This design comes from an exercise in tuning for small area, a short achievable clock period and few clock cycles per item on the open sky130 flow, not from production work.
Only the layout flow was run in this run; the RTL was not checked for function there.
No activity file was given, so power comes from the tool's default toggle rates.

==> flow/run.sh <==
#!/bin/bash
# synth_recipe.tcl (not shown) runs the flow's synth.tcl, then flattens the netlist and writes it again
# the make line also repeats each setting of config.mk as NAME=value (left out here)
make -C /OpenROAD-flow-scripts/flow DESIGN_CONFIG=/design/flow/config.mk WORK_HOME=/design/flow/orfs CLKGATE_MAP_FILE= SYNTH_SCRIPT=/design/flow/synth_recipe.tcl finish
==> flow/design.v <==
`default_nettype none
module exec_prefix_add #(
    parameter int N = 32
) (
    input  logic [N-1:0] a,
    input  logic [N-1:0] b,
    input  logic         cin,
    output logic [N-1:0] sum,
    output logic         cout
);
    logic [N-1:0] g0, p0, g, p;
    assign p0 = a ^ b;
    always_comb begin
        g0    = a & b;
        g0[0] = (a[0] & b[0]) | (p0[0] & cin);
    end
    always_comb begin
        g = g0;
        p = p0;
        for (int step = 1; step < N; step = step * 2) begin
            for (int i = 0; i < N; i++) begin
                if ((i / step) % 2 == 1) begin
                    g[i] = g[i] | (p[i] & g[(i / step) * step - 1]);
                    p[i] = p[i] & p[(i / step) * step - 1];
                end
            end
        end
    end
    assign sum  = p0 ^ {g[N-2:0], cin};
    assign cout = g[N-1];
endmodule
module exec_less_than #(
    parameter int N = 32
) (
    input  logic [N-1:0] a,
    input  logic [N-1:0] b,
    output logic         lt
);
    logic [N-1:0] g, p;
    always_comb begin
        g = a & ~b;
        p = a ^ ~b;
        g[0] = g[0] | p[0];    
        for (int step = 1; step < N; step = step * 2) begin
            for (int i = 2 * step - 1; i < N; i = i + 2 * step) begin
                g[i] = g[i] | (p[i] & g[i - step]);
                p[i] = p[i] & p[i - step];
            end
        end
    end
    assign lt = ~g[N-1];
endmodule
`default_nettype wire
`default_nettype none
module exec_mul_csa (
    input  logic [33:0] s_in,
    input  logic [33:0] c_in,
    input  logic [31:0] a,
    input  logic [8:0]  b9,
    input  logic [7:0]  corr_a,
    input  logic [7:0]  corr_b,
    output logic [41:0] sum_out,
    output logic [41:0] carry_out
);
    logic [3:0]  one, two, neg, nneg;
    logic [32:0] row0, row1, row2, row3;
    logic [33:0] a2;
    assign a2 = {1'b0, a, 1'b0};
    always_comb begin
        for (int i = 0; i < 4; i++) begin
            one[i]  = b9[2*i+1] ^ b9[2*i];
            two[i]  = (b9[2*i+2] & ~b9[2*i+1] & ~b9[2*i]) | (~b9[2*i+2] & b9[2*i+1] & b9[2*i]);
            neg[i]  = b9[2*i+2];
            nneg[i] = ~b9[2*i+2];
        end
        for (int k = 0; k < 33; k++) begin
            row0[k] = ((one[0] & a2[k+1]) | (two[0] & a2[k])) ^ neg[0];
            row1[k] = ((one[1] & a2[k+1]) | (two[1] & a2[k])) ^ neg[1];
            row2[k] = ((one[2] & a2[k+1]) | (two[2] & a2[k])) ^ neg[2];
            row3[k] = ((one[3] & a2[k+1]) | (two[3] & a2[k])) ^ neg[3];
        end
    end
    logic fs0, fc0, fs1, fc1, fs2, fc2, fs3, fc3, fs4, fc4, fs5, fc5, fs6, fc6, fs7, fc7, fs8, fc8, fs9, fc9, fs10, fc10, fs11, fc11, fs12, fc12, fs13, fc13, fs14, fc14, fs15, fc15, fs16, fc16, fs17, fc17, fs18, fc18, fs19, fc19, fs20, fc20, fs21, fc21, fs22, fc22, fs23, fc23, fs24, fc24, fs25, fc25, fs26, fc26, fs27, fc27, fs28, fc28, fs29, fc29, fs30, fc30, fs31, fc31, fs32, fc32, fs33, fc33, fs34, fc34, fs35, fc35, fs36, fc36, fs37, fc37, fs38, fc38, fs39, fc39, fs40, fc40, fs41, fc41, fs42, fc42, fs43, fc43, fs44, fc44, fs45, fc45, fs46, fc46, fs47, fc47, fs48, fc48, fs49, fc49, fs50, fc50, fs51, fc51, fs52, fc52, fs53, fc53, fs54, fc54, fs55, fc55, fs56, fc56, fs57, fc57, fs58, fc58, fs59, fc59, fs60, fc60, fs61, fc61, fs62, fc62, fs63, fc63, fs64, fc64, fs65, fc65, fs66, fc66, fs67, fc67, fs68, fc68, fs69, fc69, fs70, fc70, fs71, fc71, fs72, fc72, fs73, fc73, fs74, fc74, fs75, fc75, fs76, fc76, fs77, fc77, fs78, fc78, fs79, fc79, fs80, fc80, fs81, fc81, fs82, fc82, fs83, fc83, fs84, fc84, fs85, fc85, fs86, fc86, fs87, fc87, fs88, fc88, fs89, fc89, fs90, fc90, fs91, fc91, fs92, fc92, fs93, fc93, fs94, fc94, fs95, fc95, fs96, fc96, fs97, fc97, fs98, fc98, fs99, fc99, fs100, fc100, fs101, fc101, fs102, fc102, fs103, fc103, fs104, fc104, fs105, fc105, fs106, fc106, fs107, fc107, fs108, fc108, fs109, fc109, fs110, fc110, fs111, fc111, fs112, fc112, fs113, fc113, fs114, fc114, fs115, fc115, fs116, fc116, fs117, fc117, fs118, fc118, fs119, fc119, fs120, fc120, fs121, fc121, fs122, fc122, fs123, fc123, fs124, fc124, fs125, fc125, fs126, fc126, fs127, fc127, fs128, fc128, fs129, fc129, fs130, fc130, fs131, fc131, fs132, fc132, fs133, fc133, fs134, fc134, fs135, fc135, fs136, fc136, fs137, fc137, fs138, fc138, fs139, fc139, fs140, fc140, fs141, fc141, fs142, fc142, fs143, fc143, fs144, fc144, fs145, fc145;
    logic hs0, hc0, hs1, hc1, hs2, hc2, hs3, hc3, hs4, hc4, hs5, hc5, hs6, hc6, hs7, hc7, hs8, hc8, hs9, hc9, hs10, hc10, hs11, hc11, hs12, hc12, hs13, hc13, hs14, hc14, hs15, hc15, hs16, hc16, hs17, hc17, hs18, hc18, hs19, hc19, hs20, hc20, hs21, hc21, hs22, hc22, hs23, hc23, hs24, hc24, hs25, hc25, hs26, hc26, hs27, hc27, hs28, hc28, hs29, hc29, hs30, hc30, hs31, hc31;
    assign fs0 = s_in[0] ^ c_in[0] ^ nneg[0];
    assign fc0 = (s_in[0] & c_in[0]) | (s_in[0] & nneg[0]) | (c_in[0] & nneg[0]);
    assign fs1 = s_in[1] ^ c_in[1] ^ neg[0];
    assign fc1 = (s_in[1] & c_in[1]) | (s_in[1] & neg[0]) | (c_in[1] & neg[0]);
    assign hs0 = row0[1] ^ fc0;
    assign hc0 = row0[1] & fc0;
    assign fs2 = s_in[2] ^ c_in[2] ^ nneg[1];
    assign fc2 = (s_in[2] & c_in[2]) | (s_in[2] & nneg[1]) | (c_in[2] & nneg[1]);
    assign fs3 = row0[2] ^ row1[0] ^ fc1;
    assign fc3 = (row0[2] & row1[0]) | (row0[2] & fc1) | (row1[0] & fc1);
    assign hs1 = fs2 ^ hc0;
    assign hc1 = fs2 & hc0;
    assign fs4 = s_in[3] ^ c_in[3] ^ neg[1];
    assign fc4 = (s_in[3] & c_in[3]) | (s_in[3] & neg[1]) | (c_in[3] & neg[1]);
    assign fs5 = row0[3] ^ row1[1] ^ fc2;
    assign fc5 = (row0[3] & row1[1]) | (row0[3] & fc2) | (row1[1] & fc2);
    assign fs6 = fs4 ^ fc3 ^ fs5;
    assign fc6 = (fs4 & fc3) | (fs4 & fs5) | (fc3 & fs5);
    assign fs7 = s_in[4] ^ c_in[4] ^ nneg[2];
    assign fc7 = (s_in[4] & c_in[4]) | (s_in[4] & nneg[2]) | (c_in[4] & nneg[2]);
    assign fs8 = row0[4] ^ row1[2] ^ row2[0];
    assign fc8 = (row0[4] & row1[2]) | (row0[4] & row2[0]) | (row1[2] & row2[0]);
    assign fs9 = fc4 ^ fs7 ^ fc5;
    assign fc9 = (fc4 & fs7) | (fc4 & fc5) | (fs7 & fc5);
    assign hs2 = fs8 ^ fs9;
    assign hc2 = fs8 & fs9;
    assign fs10 = s_in[5] ^ c_in[5] ^ neg[2];
    assign fc10 = (s_in[5] & c_in[5]) | (s_in[5] & neg[2]) | (c_in[5] & neg[2]);
    assign fs11 = row0[5] ^ row1[3] ^ row2[1];
    assign fc11 = (row0[5] & row1[3]) | (row0[5] & row2[1]) | (row1[3] & row2[1]);
    assign fs12 = fc7 ^ fs10 ^ fc8;
    assign fc12 = (fc7 & fs10) | (fc7 & fc8) | (fs10 & fc8);
    assign fs13 = fs11 ^ fc9 ^ fs12;
    assign fc13 = (fs11 & fc9) | (fs11 & fs12) | (fc9 & fs12);
    assign fs14 = s_in[6] ^ c_in[6] ^ nneg[3];
    assign fc14 = (s_in[6] & c_in[6]) | (s_in[6] & nneg[3]) | (c_in[6] & nneg[3]);
    assign fs15 = row0[6] ^ row1[4] ^ row2[2];
    assign fc15 = (row0[6] & row1[4]) | (row0[6] & row2[2]) | (row1[4] & row2[2]);
    assign fs16 = row3[0] ^ fc10 ^ fs14;
    assign fc16 = (row3[0] & fc10) | (row3[0] & fs14) | (fc10 & fs14);
    assign fs17 = fc11 ^ fs15 ^ fs16;
    assign fc17 = (fc11 & fs15) | (fc11 & fs16) | (fs15 & fs16);
    assign hs3 = fc12 ^ fs17;
    assign hc3 = fc12 & fs17;
    assign fs18 = s_in[7] ^ c_in[7] ^ neg[3];
    assign fc18 = (s_in[7] & c_in[7]) | (s_in[7] & neg[3]) | (c_in[7] & neg[3]);
    assign fs19 = row0[7] ^ row1[5] ^ row2[3];
    assign fc19 = (row0[7] & row1[5]) | (row0[7] & row2[3]) | (row1[5] & row2[3]);
    assign fs20 = row3[1] ^ fc14 ^ fs18;
    assign fc20 = (row3[1] & fc14) | (row3[1] & fs18) | (fc14 & fs18);
    assign fs21 = fc15 ^ fs19 ^ fc16;
    assign fc21 = (fc15 & fs19) | (fc15 & fc16) | (fs19 & fc16);
    assign fs22 = fs20 ^ fs21 ^ fc17;
    assign fc22 = (fs20 & fs21) | (fs20 & fc17) | (fs21 & fc17);
    assign fs23 = s_in[8] ^ c_in[8] ^ row0[8];
    assign fc23 = (s_in[8] & c_in[8]) | (s_in[8] & row0[8]) | (c_in[8] & row0[8]);
    assign fs24 = row1[6] ^ row2[4] ^ row3[2];
    assign fc24 = (row1[6] & row2[4]) | (row1[6] & row3[2]) | (row2[4] & row3[2]);
    assign fs25 = fc18 ^ fc19 ^ fs23;
    assign fc25 = (fc18 & fc19) | (fc18 & fs23) | (fc19 & fs23);
    assign fs26 = fs24 ^ fc20 ^ fc21;
    assign fc26 = (fs24 & fc20) | (fs24 & fc21) | (fc20 & fc21);
    assign hs4 = fs25 ^ fs26;
    assign hc4 = fs25 & fs26;
    assign fs27 = s_in[9] ^ c_in[9] ^ row0[9];
    assign fc27 = (s_in[9] & c_in[9]) | (s_in[9] & row0[9]) | (c_in[9] & row0[9]);
    assign fs28 = row1[7] ^ row2[5] ^ row3[3];
    assign fc28 = (row1[7] & row2[5]) | (row1[7] & row3[3]) | (row2[5] & row3[3]);
    assign fs29 = fc23 ^ fc24 ^ fs27;
    assign fc29 = (fc23 & fc24) | (fc23 & fs27) | (fc24 & fs27);
    assign fs30 = fs28 ^ fc25 ^ fs29;
    assign fc30 = (fs28 & fc25) | (fs28 & fs29) | (fc25 & fs29);
    assign hs5 = fc26 ^ fs30;
    assign hc5 = fc26 & fs30;
    assign fs31 = s_in[10] ^ c_in[10] ^ row0[10];
    assign fc31 = (s_in[10] & c_in[10]) | (s_in[10] & row0[10]) | (c_in[10] & row0[10]);
    assign fs32 = row1[8] ^ row2[6] ^ row3[4];
    assign fc32 = (row1[8] & row2[6]) | (row1[8] & row3[4]) | (row2[6] & row3[4]);
    assign fs33 = fc27 ^ fc28 ^ fs31;
    assign fc33 = (fc27 & fc28) | (fc27 & fs31) | (fc28 & fs31);
    assign fs34 = fs32 ^ fc29 ^ fs33;
    assign fc34 = (fs32 & fc29) | (fs32 & fs33) | (fc29 & fs33);
    assign hs6 = fc30 ^ fs34;
    assign hc6 = fc30 & fs34;
    assign fs35 = s_in[11] ^ c_in[11] ^ row0[11];
    assign fc35 = (s_in[11] & c_in[11]) | (s_in[11] & row0[11]) | (c_in[11] & row0[11]);
    assign fs36 = row1[9] ^ row2[7] ^ row3[5];
    assign fc36 = (row1[9] & row2[7]) | (row1[9] & row3[5]) | (row2[7] & row3[5]);
    assign fs37 = fc31 ^ fc32 ^ fs35;
    assign fc37 = (fc31 & fc32) | (fc31 & fs35) | (fc32 & fs35);
    assign fs38 = fs36 ^ fc33 ^ fs37;
    assign fc38 = (fs36 & fc33) | (fs36 & fs37) | (fc33 & fs37);
    assign hs7 = fc34 ^ fs38;
    assign hc7 = fc34 & fs38;
    assign fs39 = s_in[12] ^ c_in[12] ^ row0[12];
    assign fc39 = (s_in[12] & c_in[12]) | (s_in[12] & row0[12]) | (c_in[12] & row0[12]);
    assign fs40 = row1[10] ^ row2[8] ^ row3[6];
    assign fc40 = (row1[10] & row2[8]) | (row1[10] & row3[6]) | (row2[8] & row3[6]);
    assign fs41 = fc35 ^ fc36 ^ fs39;
    assign fc41 = (fc35 & fc36) | (fc35 & fs39) | (fc36 & fs39);
    assign fs42 = fs40 ^ fc37 ^ fs41;
    assign fc42 = (fs40 & fc37) | (fs40 & fs41) | (fc37 & fs41);
    assign hs8 = fc38 ^ fs42;
    assign hc8 = fc38 & fs42;
    assign fs43 = s_in[13] ^ c_in[13] ^ row0[13];
    assign fc43 = (s_in[13] & c_in[13]) | (s_in[13] & row0[13]) | (c_in[13] & row0[13]);
    assign fs44 = row1[11] ^ row2[9] ^ row3[7];
    assign fc44 = (row1[11] & row2[9]) | (row1[11] & row3[7]) | (row2[9] & row3[7]);
    assign fs45 = fc39 ^ fc40 ^ fs43;
    assign fc45 = (fc39 & fc40) | (fc39 & fs43) | (fc40 & fs43);
    assign fs46 = fs44 ^ fc41 ^ fs45;
    assign fc46 = (fs44 & fc41) | (fs44 & fs45) | (fc41 & fs45);
    assign hs9 = fc42 ^ fs46;
    assign hc9 = fc42 & fs46;
    assign fs47 = s_in[14] ^ c_in[14] ^ row0[14];
    assign fc47 = (s_in[14] & c_in[14]) | (s_in[14] & row0[14]) | (c_in[14] & row0[14]);
    assign fs48 = row1[12] ^ row2[10] ^ row3[8];
    assign fc48 = (row1[12] & row2[10]) | (row1[12] & row3[8]) | (row2[10] & row3[8]);
    assign fs49 = fc43 ^ fc44 ^ fs47;
    assign fc49 = (fc43 & fc44) | (fc43 & fs47) | (fc44 & fs47);
    assign fs50 = fs48 ^ fc45 ^ fs49;
    assign fc50 = (fs48 & fc45) | (fs48 & fs49) | (fc45 & fs49);
    assign hs10 = fc46 ^ fs50;
    assign hc10 = fc46 & fs50;
    assign fs51 = s_in[15] ^ c_in[15] ^ row0[15];
    assign fc51 = (s_in[15] & c_in[15]) | (s_in[15] & row0[15]) | (c_in[15] & row0[15]);
    assign fs52 = row1[13] ^ row2[11] ^ row3[9];
    assign fc52 = (row1[13] & row2[11]) | (row1[13] & row3[9]) | (row2[11] & row3[9]);
    assign fs53 = fc47 ^ fc48 ^ fs51;
    assign fc53 = (fc47 & fc48) | (fc47 & fs51) | (fc48 & fs51);
    assign fs54 = fs52 ^ fc49 ^ fs53;
    assign fc54 = (fs52 & fc49) | (fs52 & fs53) | (fc49 & fs53);
    assign hs11 = fc50 ^ fs54;
    assign hc11 = fc50 & fs54;
    assign fs55 = s_in[16] ^ c_in[16] ^ row0[16];
    assign fc55 = (s_in[16] & c_in[16]) | (s_in[16] & row0[16]) | (c_in[16] & row0[16]);
    assign fs56 = row1[14] ^ row2[12] ^ row3[10];
    assign fc56 = (row1[14] & row2[12]) | (row1[14] & row3[10]) | (row2[12] & row3[10]);
    assign fs57 = fc51 ^ fc52 ^ fs55;
    assign fc57 = (fc51 & fc52) | (fc51 & fs55) | (fc52 & fs55);
    assign fs58 = fs56 ^ fc53 ^ fs57;
    assign fc58 = (fs56 & fc53) | (fs56 & fs57) | (fc53 & fs57);
    assign hs12 = fc54 ^ fs58;
    assign hc12 = fc54 & fs58;
    assign fs59 = s_in[17] ^ c_in[17] ^ row0[17];
    assign fc59 = (s_in[17] & c_in[17]) | (s_in[17] & row0[17]) | (c_in[17] & row0[17]);
    assign fs60 = row1[15] ^ row2[13] ^ row3[11];
    assign fc60 = (row1[15] & row2[13]) | (row1[15] & row3[11]) | (row2[13] & row3[11]);
    assign fs61 = fc55 ^ fc56 ^ fs59;
    assign fc61 = (fc55 & fc56) | (fc55 & fs59) | (fc56 & fs59);
    assign fs62 = fs60 ^ fc57 ^ fs61;
    assign fc62 = (fs60 & fc57) | (fs60 & fs61) | (fc57 & fs61);
    assign hs13 = fc58 ^ fs62;
    assign hc13 = fc58 & fs62;
    assign fs63 = s_in[18] ^ c_in[18] ^ row0[18];
    assign fc63 = (s_in[18] & c_in[18]) | (s_in[18] & row0[18]) | (c_in[18] & row0[18]);
    assign fs64 = row1[16] ^ row2[14] ^ row3[12];
    assign fc64 = (row1[16] & row2[14]) | (row1[16] & row3[12]) | (row2[14] & row3[12]);
    assign fs65 = fc59 ^ fc60 ^ fs63;
    assign fc65 = (fc59 & fc60) | (fc59 & fs63) | (fc60 & fs63);
    assign fs66 = fs64 ^ fc61 ^ fs65;
    assign fc66 = (fs64 & fc61) | (fs64 & fs65) | (fc61 & fs65);
    assign hs14 = fc62 ^ fs66;
    assign hc14 = fc62 & fs66;
    assign fs67 = s_in[19] ^ c_in[19] ^ row0[19];
    assign fc67 = (s_in[19] & c_in[19]) | (s_in[19] & row0[19]) | (c_in[19] & row0[19]);
    assign fs68 = row1[17] ^ row2[15] ^ row3[13];
    assign fc68 = (row1[17] & row2[15]) | (row1[17] & row3[13]) | (row2[15] & row3[13]);
    assign fs69 = fc63 ^ fc64 ^ fs67;
    assign fc69 = (fc63 & fc64) | (fc63 & fs67) | (fc64 & fs67);
    assign fs70 = fs68 ^ fc65 ^ fs69;
    assign fc70 = (fs68 & fc65) | (fs68 & fs69) | (fc65 & fs69);
    assign hs15 = fc66 ^ fs70;
    assign hc15 = fc66 & fs70;
    assign fs71 = s_in[20] ^ c_in[20] ^ row0[20];
    assign fc71 = (s_in[20] & c_in[20]) | (s_in[20] & row0[20]) | (c_in[20] & row0[20]);
    assign fs72 = row1[18] ^ row2[16] ^ row3[14];
    assign fc72 = (row1[18] & row2[16]) | (row1[18] & row3[14]) | (row2[16] & row3[14]);
    assign fs73 = fc67 ^ fc68 ^ fs71;
    assign fc73 = (fc67 & fc68) | (fc67 & fs71) | (fc68 & fs71);
    assign fs74 = fs72 ^ fc69 ^ fs73;
    assign fc74 = (fs72 & fc69) | (fs72 & fs73) | (fc69 & fs73);
    assign hs16 = fc70 ^ fs74;
    assign hc16 = fc70 & fs74;
    assign fs75 = s_in[21] ^ c_in[21] ^ row0[21];
    assign fc75 = (s_in[21] & c_in[21]) | (s_in[21] & row0[21]) | (c_in[21] & row0[21]);
    assign fs76 = row1[19] ^ row2[17] ^ row3[15];
    assign fc76 = (row1[19] & row2[17]) | (row1[19] & row3[15]) | (row2[17] & row3[15]);
    assign fs77 = fc71 ^ fc72 ^ fs75;
    assign fc77 = (fc71 & fc72) | (fc71 & fs75) | (fc72 & fs75);
    assign fs78 = fs76 ^ fc73 ^ fs77;
    assign fc78 = (fs76 & fc73) | (fs76 & fs77) | (fc73 & fs77);
    assign hs17 = fc74 ^ fs78;
    assign hc17 = fc74 & fs78;
    assign fs79 = s_in[22] ^ c_in[22] ^ row0[22];
    assign fc79 = (s_in[22] & c_in[22]) | (s_in[22] & row0[22]) | (c_in[22] & row0[22]);
    assign fs80 = row1[20] ^ row2[18] ^ row3[16];
    assign fc80 = (row1[20] & row2[18]) | (row1[20] & row3[16]) | (row2[18] & row3[16]);
    assign fs81 = fc75 ^ fc76 ^ fs79;
    assign fc81 = (fc75 & fc76) | (fc75 & fs79) | (fc76 & fs79);
    assign fs82 = fs80 ^ fc77 ^ fs81;
    assign fc82 = (fs80 & fc77) | (fs80 & fs81) | (fc77 & fs81);
    assign hs18 = fc78 ^ fs82;
    assign hc18 = fc78 & fs82;
    assign fs83 = s_in[23] ^ c_in[23] ^ row0[23];
    assign fc83 = (s_in[23] & c_in[23]) | (s_in[23] & row0[23]) | (c_in[23] & row0[23]);
    assign fs84 = row1[21] ^ row2[19] ^ row3[17];
    assign fc84 = (row1[21] & row2[19]) | (row1[21] & row3[17]) | (row2[19] & row3[17]);
    assign fs85 = fc79 ^ fc80 ^ fs83;
    assign fc85 = (fc79 & fc80) | (fc79 & fs83) | (fc80 & fs83);
    assign fs86 = fs84 ^ fc81 ^ fs85;
    assign fc86 = (fs84 & fc81) | (fs84 & fs85) | (fc81 & fs85);
    assign hs19 = fc82 ^ fs86;
    assign hc19 = fc82 & fs86;
    assign fs87 = s_in[24] ^ c_in[24] ^ row0[24];
    assign fc87 = (s_in[24] & c_in[24]) | (s_in[24] & row0[24]) | (c_in[24] & row0[24]);
    assign fs88 = row1[22] ^ row2[20] ^ row3[18];
    assign fc88 = (row1[22] & row2[20]) | (row1[22] & row3[18]) | (row2[20] & row3[18]);
    assign fs89 = fc83 ^ fc84 ^ fs87;
    assign fc89 = (fc83 & fc84) | (fc83 & fs87) | (fc84 & fs87);
    assign fs90 = fs88 ^ fc85 ^ fs89;
    assign fc90 = (fs88 & fc85) | (fs88 & fs89) | (fc85 & fs89);
    assign hs20 = fc86 ^ fs90;
    assign hc20 = fc86 & fs90;
    assign fs91 = s_in[25] ^ c_in[25] ^ row0[25];
    assign fc91 = (s_in[25] & c_in[25]) | (s_in[25] & row0[25]) | (c_in[25] & row0[25]);
    assign fs92 = row1[23] ^ row2[21] ^ row3[19];
    assign fc92 = (row1[23] & row2[21]) | (row1[23] & row3[19]) | (row2[21] & row3[19]);
    assign fs93 = fc87 ^ fc88 ^ fs91;
    assign fc93 = (fc87 & fc88) | (fc87 & fs91) | (fc88 & fs91);
    assign fs94 = fs92 ^ fc89 ^ fs93;
    assign fc94 = (fs92 & fc89) | (fs92 & fs93) | (fc89 & fs93);
    assign hs21 = fc90 ^ fs94;
    assign hc21 = fc90 & fs94;
    assign fs95 = s_in[26] ^ c_in[26] ^ row0[26];
    assign fc95 = (s_in[26] & c_in[26]) | (s_in[26] & row0[26]) | (c_in[26] & row0[26]);
    assign fs96 = row1[24] ^ row2[22] ^ row3[20];
    assign fc96 = (row1[24] & row2[22]) | (row1[24] & row3[20]) | (row2[22] & row3[20]);
    assign fs97 = fc91 ^ fc92 ^ fs95;
    assign fc97 = (fc91 & fc92) | (fc91 & fs95) | (fc92 & fs95);
    assign fs98 = fs96 ^ fc93 ^ fs97;
    assign fc98 = (fs96 & fc93) | (fs96 & fs97) | (fc93 & fs97);
    assign hs22 = fc94 ^ fs98;
    assign hc22 = fc94 & fs98;
    assign fs99 = s_in[27] ^ c_in[27] ^ row0[27];
    assign fc99 = (s_in[27] & c_in[27]) | (s_in[27] & row0[27]) | (c_in[27] & row0[27]);
    assign fs100 = row1[25] ^ row2[23] ^ row3[21];
    assign fc100 = (row1[25] & row2[23]) | (row1[25] & row3[21]) | (row2[23] & row3[21]);
    assign fs101 = fc95 ^ fc96 ^ fs99;
    assign fc101 = (fc95 & fc96) | (fc95 & fs99) | (fc96 & fs99);
    assign fs102 = fs100 ^ fc97 ^ fs101;
    assign fc102 = (fs100 & fc97) | (fs100 & fs101) | (fc97 & fs101);
    assign hs23 = fc98 ^ fs102;
    assign hc23 = fc98 & fs102;
    assign fs103 = s_in[28] ^ c_in[28] ^ row0[28];
    assign fc103 = (s_in[28] & c_in[28]) | (s_in[28] & row0[28]) | (c_in[28] & row0[28]);
    assign fs104 = row1[26] ^ row2[24] ^ row3[22];
    assign fc104 = (row1[26] & row2[24]) | (row1[26] & row3[22]) | (row2[24] & row3[22]);
    assign fs105 = fc99 ^ fc100 ^ fs103;
    assign fc105 = (fc99 & fc100) | (fc99 & fs103) | (fc100 & fs103);
    assign fs106 = fs104 ^ fc101 ^ fs105;
    assign fc106 = (fs104 & fc101) | (fs104 & fs105) | (fc101 & fs105);
    assign hs24 = fc102 ^ fs106;
    assign hc24 = fc102 & fs106;
    assign fs107 = s_in[29] ^ c_in[29] ^ row0[29];
    assign fc107 = (s_in[29] & c_in[29]) | (s_in[29] & row0[29]) | (c_in[29] & row0[29]);
    assign fs108 = row1[27] ^ row2[25] ^ row3[23];
    assign fc108 = (row1[27] & row2[25]) | (row1[27] & row3[23]) | (row2[25] & row3[23]);
    assign fs109 = fc103 ^ fc104 ^ fs107;
    assign fc109 = (fc103 & fc104) | (fc103 & fs107) | (fc104 & fs107);
    assign fs110 = fs108 ^ fc105 ^ fs109;
    assign fc110 = (fs108 & fc105) | (fs108 & fs109) | (fc105 & fs109);
    assign hs25 = fc106 ^ fs110;
    assign hc25 = fc106 & fs110;
    assign fs111 = s_in[30] ^ c_in[30] ^ row0[30];
    assign fc111 = (s_in[30] & c_in[30]) | (s_in[30] & row0[30]) | (c_in[30] & row0[30]);
    assign fs112 = row1[28] ^ row2[26] ^ row3[24];
    assign fc112 = (row1[28] & row2[26]) | (row1[28] & row3[24]) | (row2[26] & row3[24]);
    assign fs113 = fc107 ^ fc108 ^ fs111;
    assign fc113 = (fc107 & fc108) | (fc107 & fs111) | (fc108 & fs111);
    assign fs114 = fs112 ^ fc109 ^ fs113;
    assign fc114 = (fs112 & fc109) | (fs112 & fs113) | (fc109 & fs113);
    assign hs26 = fc110 ^ fs114;
    assign hc26 = fc110 & fs114;
    assign fs115 = s_in[31] ^ c_in[31] ^ row0[31];
    assign fc115 = (s_in[31] & c_in[31]) | (s_in[31] & row0[31]) | (c_in[31] & row0[31]);
    assign fs116 = row1[29] ^ row2[27] ^ row3[25];
    assign fc116 = (row1[29] & row2[27]) | (row1[29] & row3[25]) | (row2[27] & row3[25]);
    assign fs117 = fc111 ^ fc112 ^ fs115;
    assign fc117 = (fc111 & fc112) | (fc111 & fs115) | (fc112 & fs115);
    assign fs118 = fs116 ^ fc113 ^ fs117;
    assign fc118 = (fs116 & fc113) | (fs116 & fs117) | (fc113 & fs117);
    assign hs27 = fc114 ^ fs118;
    assign hc27 = fc114 & fs118;
    assign fs119 = s_in[32] ^ c_in[32] ^ corr_a[0];
    assign fc119 = (s_in[32] & c_in[32]) | (s_in[32] & corr_a[0]) | (c_in[32] & corr_a[0]);
    assign fs120 = corr_b[0] ^ row0[32] ^ row1[30];
    assign fc120 = (corr_b[0] & row0[32]) | (corr_b[0] & row1[30]) | (row0[32] & row1[30]);
    assign fs121 = row2[28] ^ row3[26] ^ fs119;
    assign fc121 = (row2[28] & row3[26]) | (row2[28] & fs119) | (row3[26] & fs119);
    assign fs122 = fc115 ^ fc116 ^ fs120;
    assign fc122 = (fc115 & fc116) | (fc115 & fs120) | (fc116 & fs120);
    assign fs123 = fs121 ^ fc117 ^ fs122;
    assign fc123 = (fs121 & fc117) | (fs121 & fs122) | (fc117 & fs122);
    assign hs28 = fc118 ^ fs123;
    assign hc28 = fc118 & fs123;
    assign fs124 = s_in[33] ^ c_in[33] ^ nneg[0];
    assign fc124 = (s_in[33] & c_in[33]) | (s_in[33] & nneg[0]) | (c_in[33] & nneg[0]);
    assign fs125 = corr_a[1] ^ corr_b[1] ^ row1[31];
    assign fc125 = (corr_a[1] & corr_b[1]) | (corr_a[1] & row1[31]) | (corr_b[1] & row1[31]);
    assign fs126 = row2[29] ^ row3[27] ^ fs124;
    assign fc126 = (row2[29] & row3[27]) | (row2[29] & fs124) | (row3[27] & fs124);
    assign fs127 = fc119 ^ fc120 ^ fs125;
    assign fc127 = (fc119 & fc120) | (fc119 & fs125) | (fc120 & fs125);
    assign fs128 = fs126 ^ fc121 ^ fc122;
    assign fc128 = (fs126 & fc121) | (fs126 & fc122) | (fc121 & fc122);
    assign fs129 = fs127 ^ fc123 ^ fs128;
    assign fc129 = (fs127 & fc123) | (fs127 & fs128) | (fc123 & fs128);
    assign fs130 = corr_a[2] ^ corr_b[2] ^ row1[32];
    assign fc130 = (corr_a[2] & corr_b[2]) | (corr_a[2] & row1[32]) | (corr_b[2] & row1[32]);
    assign fs131 = row2[30] ^ row3[28] ^ fc124;
    assign fc131 = (row2[30] & row3[28]) | (row2[30] & fc124) | (row3[28] & fc124);
    assign fs132 = fc125 ^ fs130 ^ fc126;
    assign fc132 = (fc125 & fs130) | (fc125 & fc126) | (fs130 & fc126);
    assign fs133 = fs131 ^ fc127 ^ fs132;
    assign fc133 = (fs131 & fc127) | (fs131 & fs132) | (fc127 & fs132);
    assign hs29 = fc128 ^ fs133;
    assign hc29 = fc128 & fs133;
    assign fs134 = nneg[1] ^ corr_a[3] ^ corr_b[3];
    assign fc134 = (nneg[1] & corr_a[3]) | (nneg[1] & corr_b[3]) | (corr_a[3] & corr_b[3]);
    assign fs135 = row2[31] ^ row3[29] ^ fs134;
    assign fc135 = (row2[31] & row3[29]) | (row2[31] & fs134) | (row3[29] & fs134);
    assign fs136 = fc130 ^ fc131 ^ fs135;
    assign fc136 = (fc130 & fc131) | (fc130 & fs135) | (fc131 & fs135);
    assign fs137 = fc132 ^ fs136 ^ fc133;
    assign fc137 = (fc132 & fs136) | (fc132 & fc133) | (fs136 & fc133);
    assign fs138 = corr_a[4] ^ corr_b[4] ^ row2[32];
    assign fc138 = (corr_a[4] & corr_b[4]) | (corr_a[4] & row2[32]) | (corr_b[4] & row2[32]);
    assign fs139 = row3[30] ^ fc134 ^ fs138;
    assign fc139 = (row3[30] & fc134) | (row3[30] & fs138) | (fc134 & fs138);
    assign fs140 = fc135 ^ fs139 ^ fc136;
    assign fc140 = (fc135 & fs139) | (fc135 & fc136) | (fs139 & fc136);
    assign fs141 = nneg[2] ^ corr_a[5] ^ corr_b[5];
    assign fc141 = (nneg[2] & corr_a[5]) | (nneg[2] & corr_b[5]) | (corr_a[5] & corr_b[5]);
    assign fs142 = row3[31] ^ fs141 ^ fc138;
    assign fc142 = (row3[31] & fs141) | (row3[31] & fc138) | (fs141 & fc138);
    assign hs30 = fc139 ^ fs142;
    assign hc30 = fc139 & fs142;
    assign fs143 = corr_a[6] ^ corr_b[6] ^ row3[32];
    assign fc143 = (corr_a[6] & corr_b[6]) | (corr_a[6] & row3[32]) | (corr_b[6] & row3[32]);
    assign fs144 = fc141 ^ fs143 ^ fc142;
    assign fc144 = (fc141 & fs143) | (fc141 & fc142) | (fs143 & fc142);
    assign fs145 = nneg[3] ^ corr_a[7] ^ corr_b[7];
    assign fc145 = (nneg[3] & corr_a[7]) | (nneg[3] & corr_b[7]) | (corr_a[7] & corr_b[7]);
    assign hs31 = fs145 ^ fc143;
    assign hc31 = fs145 & fc143;
    assign sum_out[0] = row0[0];
    assign carry_out[0] = fs0;
    assign sum_out[1] = fs1;
    assign carry_out[1] = hs0;
    assign sum_out[2] = fs3;
    assign carry_out[2] = hs1;
    assign sum_out[3] = hc1;
    assign carry_out[3] = fs6;
    assign sum_out[4] = fc6;
    assign carry_out[4] = hs2;
    assign sum_out[5] = hc2;
    assign carry_out[5] = fs13;
    assign sum_out[6] = fc13;
    assign carry_out[6] = hs3;
    assign sum_out[7] = hc3;
    assign carry_out[7] = fs22;
    assign sum_out[8] = fc22;
    assign carry_out[8] = hs4;
    assign sum_out[9] = hc4;
    assign carry_out[9] = hs5;
    assign sum_out[10] = hc5;
    assign carry_out[10] = hs6;
    assign sum_out[11] = hc6;
    assign carry_out[11] = hs7;
    assign sum_out[12] = hc7;
    assign carry_out[12] = hs8;
    assign sum_out[13] = hc8;
    assign carry_out[13] = hs9;
    assign sum_out[14] = hc9;
    assign carry_out[14] = hs10;
    assign sum_out[15] = hc10;
    assign carry_out[15] = hs11;
    assign sum_out[16] = hc11;
    assign carry_out[16] = hs12;
    assign sum_out[17] = hc12;
    assign carry_out[17] = hs13;
    assign sum_out[18] = hc13;
    assign carry_out[18] = hs14;
    assign sum_out[19] = hc14;
    assign carry_out[19] = hs15;
    assign sum_out[20] = hc15;
    assign carry_out[20] = hs16;
    assign sum_out[21] = hc16;
    assign carry_out[21] = hs17;
    assign sum_out[22] = hc17;
    assign carry_out[22] = hs18;
    assign sum_out[23] = hc18;
    assign carry_out[23] = hs19;
    assign sum_out[24] = hc19;
    assign carry_out[24] = hs20;
    assign sum_out[25] = hc20;
    assign carry_out[25] = hs21;
    assign sum_out[26] = hc21;
    assign carry_out[26] = hs22;
    assign sum_out[27] = hc22;
    assign carry_out[27] = hs23;
    assign sum_out[28] = hc23;
    assign carry_out[28] = hs24;
    assign sum_out[29] = hc24;
    assign carry_out[29] = hs25;
    assign sum_out[30] = hc25;
    assign carry_out[30] = hs26;
    assign sum_out[31] = hc26;
    assign carry_out[31] = hs27;
    assign sum_out[32] = hc27;
    assign carry_out[32] = hs28;
    assign sum_out[33] = hc28;
    assign carry_out[33] = fs129;
    assign sum_out[34] = hs29;
    assign carry_out[34] = fc129;
    assign sum_out[35] = hc29;
    assign carry_out[35] = fs137;
    assign sum_out[36] = fs140;
    assign carry_out[36] = fc137;
    assign sum_out[37] = hs30;
    assign carry_out[37] = fc140;
    assign sum_out[38] = hc30;
    assign carry_out[38] = fs144;
    assign sum_out[39] = hs31;
    assign carry_out[39] = fc144;
    assign sum_out[40] = fc145;
    assign carry_out[40] = hc31;
    assign sum_out[41] = 1'b0;
    assign carry_out[41] = 1'b0;
endmodule
`default_nettype wire
`default_nettype none
module exec_stage (
    input  logic        clock,
    input  logic        reset,
    input  logic        issue_valid,
    input  logic [1:0]  issue_fu,
    input  logic [3:0]  issue_func,
    input  logic [1:0]  opa_select,
    input  logic [2:0]  opb_select,
    input  logic [31:0] inst,
    input  logic [31:0] pc,
    input  logic [31:0] rs1_value,
    input  logic [31:0] rs2_value,
    input  logic [4:0]  issue_tag,
    input  logic        complete_credit,
    output logic [2:0]  fu_free,
    output logic        complete_valid,
    output logic [1:0]  complete_fu,
    output logic [4:0]  complete_tag,
    output logic [31:0] complete_result,
    output logic        complete_take
);
    localparam logic [3:0] ALU_ADD = 4'd0, ALU_SUB = 4'd1, ALU_AND = 4'd2, ALU_OR = 4'd3,
                           ALU_XOR = 4'd4, ALU_SLT = 4'd5, ALU_SLTU = 4'd6, ALU_SLL = 4'd7,
                           ALU_SRL = 4'd8, ALU_SRA = 4'd9;
    localparam logic [3:0] MUL = 4'd10, MULH = 4'd11, MULHSU = 4'd12;
    localparam logic [6:0] OPCODE_JAL  = 7'b1101111;
    localparam logic [6:0] OPCODE_JALR = 7'b1100111;
    logic [31:0] opa, opb;
    always_comb begin
        case (opa_select)
            2'd0:    opa = rs1_value;
            2'd1:    opa = pc + 32'd4;
            2'd2:    opa = pc;
            default: opa = '0;
        endcase
    end
    always_comb begin
        case (opb_select)
            3'd0:    opb = rs2_value;
            3'd1:    opb = {{20{inst[31]}}, inst[31:20]};
            3'd2:    opb = {{20{inst[31]}}, inst[31:25], inst[11:7]};
            3'd3:    opb = {{19{inst[31]}}, inst[31], inst[7], inst[30:25], inst[11:8], 1'b0};
            3'd4:    opb = {inst[31:12], 12'b0};
            3'd5:    opb = {{11{inst[31]}}, inst[31], inst[19:12], inst[20], inst[30:21], 1'b0};
            default: opb = '0;
        endcase
    end
    logic rs_eq, rs_ltu, rs_lt, cond_take, in_jal, in_jalr;
    exec_less_than #(.N(32)) u_rs_ltu (.a(rs1_value), .b(rs2_value), .lt(rs_ltu));
    assign rs_eq   = (rs1_value == rs2_value);
    assign rs_lt   = (rs1_value[31] ^ rs2_value[31]) ? rs1_value[31] : rs_ltu;
    assign in_jal  = (inst[6:0] == OPCODE_JAL);
    assign in_jalr = (inst[6:0] == OPCODE_JALR);
    always_comb begin
        case (inst[14:12])
            3'b000:  cond_take = rs_eq;
            3'b001:  cond_take = ~rs_eq;
            3'b100:  cond_take = rs_lt;
            3'b101:  cond_take = ~rs_lt;
            3'b110:  cond_take = rs_ltu;
            3'b111:  cond_take = ~rs_ltu;
            default: cond_take = 1'b0;
        endcase
    end
    logic        x_v, x_br, x_take, x_jalr;
    logic [3:0]  x_f;
    logic [4:0]  x_tag;
    logic [31:0] x_a, x_b;
    always_ff @(posedge clock) begin
        if (reset) x_v <= 1'b0;
        else       x_v <= issue_valid && (issue_fu != 2'd1);
    end
    always_ff @(posedge clock) begin
        x_br   <= issue_fu[1];
        x_f    <= issue_func;
        x_tag  <= issue_tag;
        x_a    <= opa;
        x_b    <= opb;
        x_take <= in_jal | in_jalr | cond_take;
        x_jalr <= in_jalr;
    end
    logic        x_sub;
    logic [31:0] x_sum;
    logic        x_cout, x_ltu, x_lt;
    logic        x_shl;
    logic [31:0] sh_in, sh_out, sh_rev;
    logic [31:0] x_alu, x_res;
    assign x_sub = !x_br && (x_f != ALU_ADD);
    exec_prefix_add #(.N(32)) u_add (
        .a(x_a), .b(x_b ^ {32{x_sub}}), .cin(x_sub), .sum(x_sum), .cout(x_cout)
    );
    assign x_ltu = ~x_cout;
    assign x_lt  = (x_a[31] ^ x_b[31]) ? x_a[31] : x_ltu;
    assign x_shl = (x_f == ALU_SLL);
    always_comb begin
        for (int i = 0; i < 32; i++) sh_in[i] = x_shl ? x_a[31-i] : x_a[i];
    end
    assign sh_out = $unsigned($signed({(x_f == ALU_SRA) & x_a[31], sh_in}) >>> x_b[4:0]);
    always_comb begin
        for (int i = 0; i < 32; i++) sh_rev[i] = sh_out[31-i];
    end
    always_comb begin
        case (x_f)
            ALU_ADD, ALU_SUB: x_alu = x_sum;
            ALU_AND:  x_alu = x_a & x_b;
            ALU_OR:   x_alu = x_a | x_b;
            ALU_XOR:  x_alu = x_a ^ x_b;
            ALU_SLT:  x_alu = {31'b0, x_lt};
            ALU_SLTU: x_alu = {31'b0, x_ltu};
            ALU_SLL:  x_alu = sh_rev;
            default:  x_alu = sh_out;
        endcase
    end
    assign x_res = x_br ? {x_sum[31:1], x_sum[0] & ~x_jalr} : x_alu;
    logic        pa_v, pb_v, mh_v;
    logic        m_busy;
    logic [1:0]  m_cnt;
    logic [1:0]  credits;
    logic        m_last, m_move;
    logic        grant_x, grant_pa, grant_pb, grant_mul, granted;
    assign m_last = m_busy && (m_cnt == 2'd3);
    always_comb begin
        grant_x   = 1'b0;
        grant_pa  = 1'b0;
        grant_pb  = 1'b0;
        grant_mul = 1'b0;
        if (credits != 2'd0) begin
            if (mh_v && m_last) grant_mul = 1'b1;    
            else if (pa_v)      grant_pa  = 1'b1;
            else if (pb_v)      grant_pb  = 1'b1;
            else if (x_v)       grant_x   = 1'b1;
            else if (mh_v)      grant_mul = 1'b1;
        end
    end
    assign granted = grant_x | grant_pa | grant_pb | grant_mul;
    assign m_move  = m_last && (!mh_v || grant_mul);
    assign fu_free = {(grant_x & x_br) | grant_pb, m_move, (grant_x & ~x_br) | grant_pa};
    logic [31:0] pa_res, pb_res;
    logic [4:0]  pa_tag, pb_tag;
    logic        pb_take;
    logic        park_a, park_b;
    assign park_a = x_v && !x_br && !grant_x;
    assign park_b = x_v &&  x_br && !grant_x;
    always_ff @(posedge clock) begin
        if (reset) begin
            pa_v <= 1'b0;
            pb_v <= 1'b0;
        end else begin
            if (park_a)        pa_v <= 1'b1;
            else if (grant_pa) pa_v <= 1'b0;
            if (park_b)        pb_v <= 1'b1;
            else if (grant_pb) pb_v <= 1'b0;
        end
    end
    always_ff @(posedge clock) begin
        if (park_a) begin
            pa_res <= x_res;
            pa_tag <= x_tag;
        end
        if (park_b) begin
            pb_res  <= x_res;
            pb_tag  <= x_tag;
            pb_take <= x_take;
        end
    end
    logic [31:0] m_a, m_b;
    logic        m_a32, m_uext, m_bp;
    logic [33:0] m_s, m_c;
    logic        m_ci;
    logic        m_hi;
    logic [4:0]  m_tag;
    logic [31:0] mh_s, mh_c;
    logic        mh_ci, mh_hi;
    logic [4:0]  mh_tag;
    logic [31:0] mh_res;
    logic        m_free;
    logic        in_asgn, in_bsgn, in_a32, in_uext;
    assign in_asgn = (issue_func == MUL) || (issue_func == MULH) || (issue_func == MULHSU);
    assign in_bsgn = (issue_func == MUL) || (issue_func == MULH);
    assign in_a32  = in_asgn & opa[31];
    assign in_uext = ~in_bsgn & opb[31];
    assign m_free = !m_busy || m_move;
    logic [7:0]  m_abyte, m_corr_a, m_corr_b;
    logic [41:0] m_sum, m_carry;
    logic [7:0]  m_low;
    logic        m_cout;
    always_comb begin
        case (m_cnt)
            2'd0:    m_abyte = m_a[7:0];
            2'd1:    m_abyte = m_a[15:8];
            2'd2:    m_abyte = m_a[23:16];
            default: m_abyte = m_a[31:24];
        endcase
    end
    assign m_corr_a = {8{m_uext}} & m_abyte;
    assign m_corr_b = {8{m_a32}} & ~m_b[7:0];
    exec_mul_csa u_csa (
        .s_in(m_s), .c_in(m_c), .a(m_a), .b9({m_b[7:0], m_bp}), .corr_a(m_corr_a), .corr_b(m_corr_b),
        .sum_out(m_sum), .carry_out(m_carry)
    );
    assign {m_cout, m_low} = {1'b0, m_sum[7:0]} + {1'b0, m_carry[7:0]} + {8'b0, m_ci};
    always_ff @(posedge clock) begin
        if (reset) begin
            m_busy <= 1'b0;
        end else if (m_free) begin
            m_busy <= issue_valid && (issue_fu == 2'd1);
        end
    end
    always_ff @(posedge clock) begin
        if (m_free) begin
            m_cnt <= 2'd0;
            m_a   <= opa;
            m_b   <= opb;
            m_a32  <= in_a32;
            m_uext <= in_uext;
            m_bp   <= 1'b0;
            m_s    <= 34'h0AAAAAAAB;
            m_c    <= {1'b0, in_a32, 32'b0};
            m_ci  <= 1'b0;
            m_hi  <= (issue_func != MUL);
            m_tag <= issue_tag;
        end else if (!m_last) begin
            m_cnt <= m_cnt + 2'd1;
            m_s   <= m_sum[41:8];
            m_c   <= m_carry[41:8];
            m_ci  <= m_cout;
            m_b   <= {m_low, m_b[31:8]};
            m_bp  <= m_b[7];
        end
    end
    always_ff @(posedge clock) begin
        if (reset)          mh_v <= 1'b0;
        else if (m_move)    mh_v <= 1'b1;
        else if (grant_mul) mh_v <= 1'b0;
    end
    always_ff @(posedge clock) begin
        if (m_move) begin
            if (m_hi) begin
                mh_s  <= m_sum[39:8];
                mh_c  <= m_carry[39:8];
                mh_ci <= m_cout;
            end else begin
                mh_s  <= {m_low, m_b[31:8]};
                mh_c  <= 32'b0;
                mh_ci <= 1'b0;
            end
            mh_hi  <= m_hi;
            mh_tag <= m_tag;
        end
    end
    logic [31:0] mh_k, mh_x, mh_y;
    assign mh_k = {16{1'b0, mh_hi}};
    assign mh_x = mh_s ^ mh_c ^ mh_k;
    assign mh_y = {(mh_s[30:0] & mh_c[30:0]) | (mh_s[30:0] & mh_k[30:0]) | (mh_c[30:0] & mh_k[30:0]),
                   mh_ci};
    exec_prefix_add #(.N(32)) u_mh_add (
        .a(mh_x), .b(mh_y), .cin(1'b0), .sum(mh_res), .cout()
    );
    always_ff @(posedge clock) begin
        if (reset) begin
            credits        <= 2'd2;
            complete_valid <= 1'b0;
        end else begin
            credits        <= credits + {1'b0, complete_credit} - {1'b0, granted};
            complete_valid <= granted;
        end
    end
    always_ff @(posedge clock) begin
        complete_fu     <= grant_x ? {x_br, 1'b0} : grant_pa ? 2'd0 : grant_pb ? 2'd2 : 2'd1;
        complete_tag    <= grant_x ? x_tag : grant_pa ? pa_tag : grant_pb ? pb_tag : mh_tag;
        complete_result <= grant_x ? x_res : grant_pa ? pa_res : grant_pb ? pb_res : mh_res;
        complete_take   <= grant_x ? (x_br & x_take) : grant_pb & pb_take;
    end
endmodule
`default_nettype wire
==> flow/constraint.sdc <==
create_clock -name core_clock -period 8.0 [get_ports {clock}]
set_input_delay 1.6000 -clock core_clock [delete_from_list [all_inputs] [get_ports {clock}]]
set_output_delay 1.6000 -clock core_clock [all_outputs]
set_load 0.01 [all_outputs]
==> flow/config.mk <==
export PLATFORM = sky130hd
export DESIGN_NAME = exec_stage
export DESIGN_NICKNAME = exec_stage
export VERILOG_FILES = /design/flow/design.v
export SDC_FILE = /design/flow/constraint.sdc
export NUM_CORES = 4
export LEC_CHECK = 0
export CAP_MARGIN = 20
export CORE_MARGIN = 2
export CORE_UTILIZATION = 40
export PLACE_DENSITY = 0.5
export SETUP_SLACK_MARGIN = 5
export SLEW_MARGIN = 20
==> flow_summary.ini <==
[pwr]
vdd_ir_drop_max_mv = 0.407
p_int_w = 0.00935
combPwrFrac = 0.668
power.switching_w = 0.00664
power_density_mw_per_mm2 = 343
sw_frac_of_total = 0.415
p_leak_nw = 18.8
power_frac_seq = 0.190
p_clk_frac = 0.142

[yosys]
ys_types = 77
synth_top_area_frac = 0.198
synthCells = 3760
synth_warnings = 4
ys.flop_type = edfxtp_1
seq_area_frac_synth = 0.314
syn-num-nets = 4299
yosys.area.top_type = edfxtp_1
yosys-top-cells-area = edfxtp_1, dfxtp_1, fa_1
synth_edf_count = 219
netlist_area_mm2 = 0.0332
synthArstFlopShare = 0
synth-seq-cells = 412
avgSynthCellArea_um2 = 8.84

[floorplan]
die_w_um = 292
start_util = 0.404
die-area_mm2 = 0.0854
num_rows = 105
top_level_ports = 192
core_area_mm2 = 0.0822
die_h_um = 292

[timing]
fin_tns_setup_ns = 0
maxSlewViolCount = 0
max_slew_margin = 0.265
finalHoldViolations = 0
fin_crit_sh = 0.521
timing.fmax_ghz = 0.240
fin_skew_ns = 0.0533
period_minus_slack_ns = 4.17
rsz0062_at_grt = yes
setup_violations = 0
tightest_slew_ns = 1.10

[worst_setup_path]
endpoint_kind = register
timing.critical_path.fanout_max = 7
cp_slowest_stage_delay_ns = 0.39
cp_cell_sequence = buf_8 -> or3_4 -> nor2_4 -> nor2_4 -> buf_12 -> xnor2_2 -> ha_1 -> o211ai_1 -> o211ai_1 -> buf_4 -> nand4_1 -> a211oi_2 -> o211ai_1 -> buf_4 -> a21oi_4 -> a31oi_4 -> a221oi_2 -> a311oi_2 -> buf_4
crit_slowest_cell = o211ai_1
startpoint_type = register
worstPathArrival_ns = 4.55
criticalPathCategory = reg -> reg
worstPathRequired_ns = 8.38

[finish]
area_growth_syn_to_layout_pct = 40.2
final_common_cell = nand2_1
utilization = 0.566
fin_nets = 4705
drive_above_1_share = 0.346
register_area_mm2 = 0.0105
num-fill-cells = 7145
most-common-layout-cells = nand2_1, nor2_1, buf_4
multi_input_area_mm2 = 0.0253

[detailed_routing]
routedWlPerCell_um = 29.6
dr.pass1.iters = 8
num_vias = 32700
vias_per_cell = 6.19
drtIter0Drc = 3666
drc = 0
ant_nets = 0
drt_wl_total_mm = 156

[status]
status = finished clean

[cts]
holdBufCountCts = 0
cts_buffers = 49
clock_latency_ns = 0.63
cts_root_buf = clkbuf_16
cts_tree = built
h-tree-depth = 2
cts_buffer_depth = 3
cts.sinks = 412
clkTransAtPathRegs_ns = 0.07

[place]
port_buffers = 191
hpwl_mm = 106
gp_congestion = 0.974

[min_path]
hold_class = reg -> reg

[run]
cap_violations = 0

[global_routing]
grt_usage = 0.353
grt_pass1_vias = 31400
grt_pass1_wl_mm = 221
grt_max_degree = 72
antenna_found_initial = 3
gr-total-overflow = 0
==> synth_stat cells, types with 16 or more instances <==
master and n:
nand2_1 496, a21oi_1 344, nor2_1 341, clkbuf_1 246, o21ai_0 242, ha_1 222, edfxtp_1 219, dfxtp_1 193
inv_1 192, fa_1 169, o22ai_1 92, a221oi_1 71, mux2i_1 71, xnor2_1 70, a22oi_1 59, maj3_1 53
and2_1 52, buf_1 47, mux4_2 41, nand3_1 41, nor3_1 36, o211ai_1 35, a21o_1 33, mux2_2 32
nor2b_1 30, and3_1 29, xor2_1 27, a211oi_1 23, a31oi_1 22, a222oi_1 17, nand2b_1 16, o21a_1 16
==> worst max-delay path: cells and delay by family (launching register included) <==
family          cells  cell delay [ns]
simple gates        4             0.71
fa+ha+maj           1             0.31
buf+inv             5             0.84
flops               1             0.36
compound gates      8             1.56
xor+xnor            1             0.14
==> routing by layer <==
layer / GRT usage / share of wire
met3: 0.0669 / 0.087
met4: 0.145 / 0.053
met5: 0 / 0
met1: 0.480 / 0.42
met2: 0.553 / 0.44
==> area by class of cell <==
class / count / share of cell area
Antenna cell: 1 / 0.0000537
Clock buffer: 68 / 0.0296
Clock inverter: 24 / 0.00543
Inverter: 200 / 0.0179
Multi-Input combinational cell: 2847 / 0.544
Sequential cell: 412 / 0.225
Tap cell: 1070 / 0.0287
Timing Repair Buffer: 656 / 0.149
==> per-stage QoR <==
step | setup slack [ns] | instances | hold slack [ns] | power (W) | instance area (µm²)
3_5_place_dp | 2.91 | 4767 | 0.406 | 0.00943 | 36300
3_3_place_gp | 3.00 | 4767 | 0.403 | 0.00938 | 36300
5_1_grt | 3.72 | 5278 | 0.428 | 0.0167 | 46600
2_1_floorplan | 4.17 | 3760 | 0.400 | 0.00704 | 34000
4_1_cts | 3.90 | 5202 | 0.421 | 0.0149 | 44600
6_report | 3.83 | 5278 | 0.420 | 0.0160 | 46600
==> final timing paths <==
check | start | end | slack (ns) | cells past startpoint
setup / recovery | x_f[3]$_DFF_P_ | pb_res[28]$_DFFE_PP_ | 3.83 | 19
hold / removal | m_tag[0]$_DFFE_PN_ | mh_tag[0]$_DFFE_PP_ | 0.42 | 0
setup reg to reg | x_f[3]$_DFF_P_ | pb_res[28]$_DFFE_PP_ | 3.83 | 19
hold reg to reg | m_tag[0]$_DFFE_PN_ | mh_tag[0]$_DFFE_PP_ | 0.42 | 0
==> power by group through the flow <==
stage	combinational, W	sequential [W]	clock [W]
global placement	0.00622	0.00316	0
detailed placement	0.00627	0.00316	0
floorplan	0.00413	0.00292	0
finish	0.0107	0.00303	0.00228
global route	0.0113	0.00305	0.00239
CTS	0.00953	0.00303	0.00230
==> cells by family after synthesis <==
kind of cell,after synthesis,share of synthesized area
buffers and inverters,512,0.0594
adder cells (fa/ha/maj),444,0.201
XOR/XNOR,98,0.0260
flip-flops,412,0.314
AND/OR/NAND/NOR,1095,0.142
AO/OA/AOI/OAI,1055,0.197
multiplexers,144,0.0600
==> flip-flops by register name, indices dropped and copies added, names as in the netlist, 4 cells and up <==
signal	cells
x_a	32
complete_result	32
m_s	33
m_b	32
m_tag	5
x_tag	5
pa_res	32
pb_res	32
complete_tag	5
mh_tag	5
pa_tag	5
x_f	4
pb_tag	5
m_c	33
mh_s	32
mh_c	32
m_a	32
x_b	32
==> what timing repair did <==
action	4_1_cts	5_1_grt
pin swaps	288	209
setup endpoints to repair	427	266
resized for setup	984	331
setup buffers	311	70
cloned	32	5

static timing again, ports no longer ideal:
In the flow no input, the clock included, has a driving cell. The finished layout below was timed again as built, in two steps.
Step 1, drivers: a clkbuf_16 drives clock and a buf_2 each remaining input, both assumed.
Step 2 adds t to the input delays and takes it off the output delays; t is the mean of the earliest and latest rising clock arrival at the registers after step 1. Input paths then give back, and output paths get back, about the clock's delay inside the block.
a / b / c = no drivers / after step 1 / after step 2; a / b = the first two.
t, ns: 0.681
setup WS [ns]: 3.835 / 3.835 / 3.835
worst slew at a driven data input, ns: 0.10
cell pins on the clock port's net: 1
After both steps this run still meets setup and hold. The setup slack of this run moves by 0.000 ns with the drivers and by 0.000 ns with both steps.
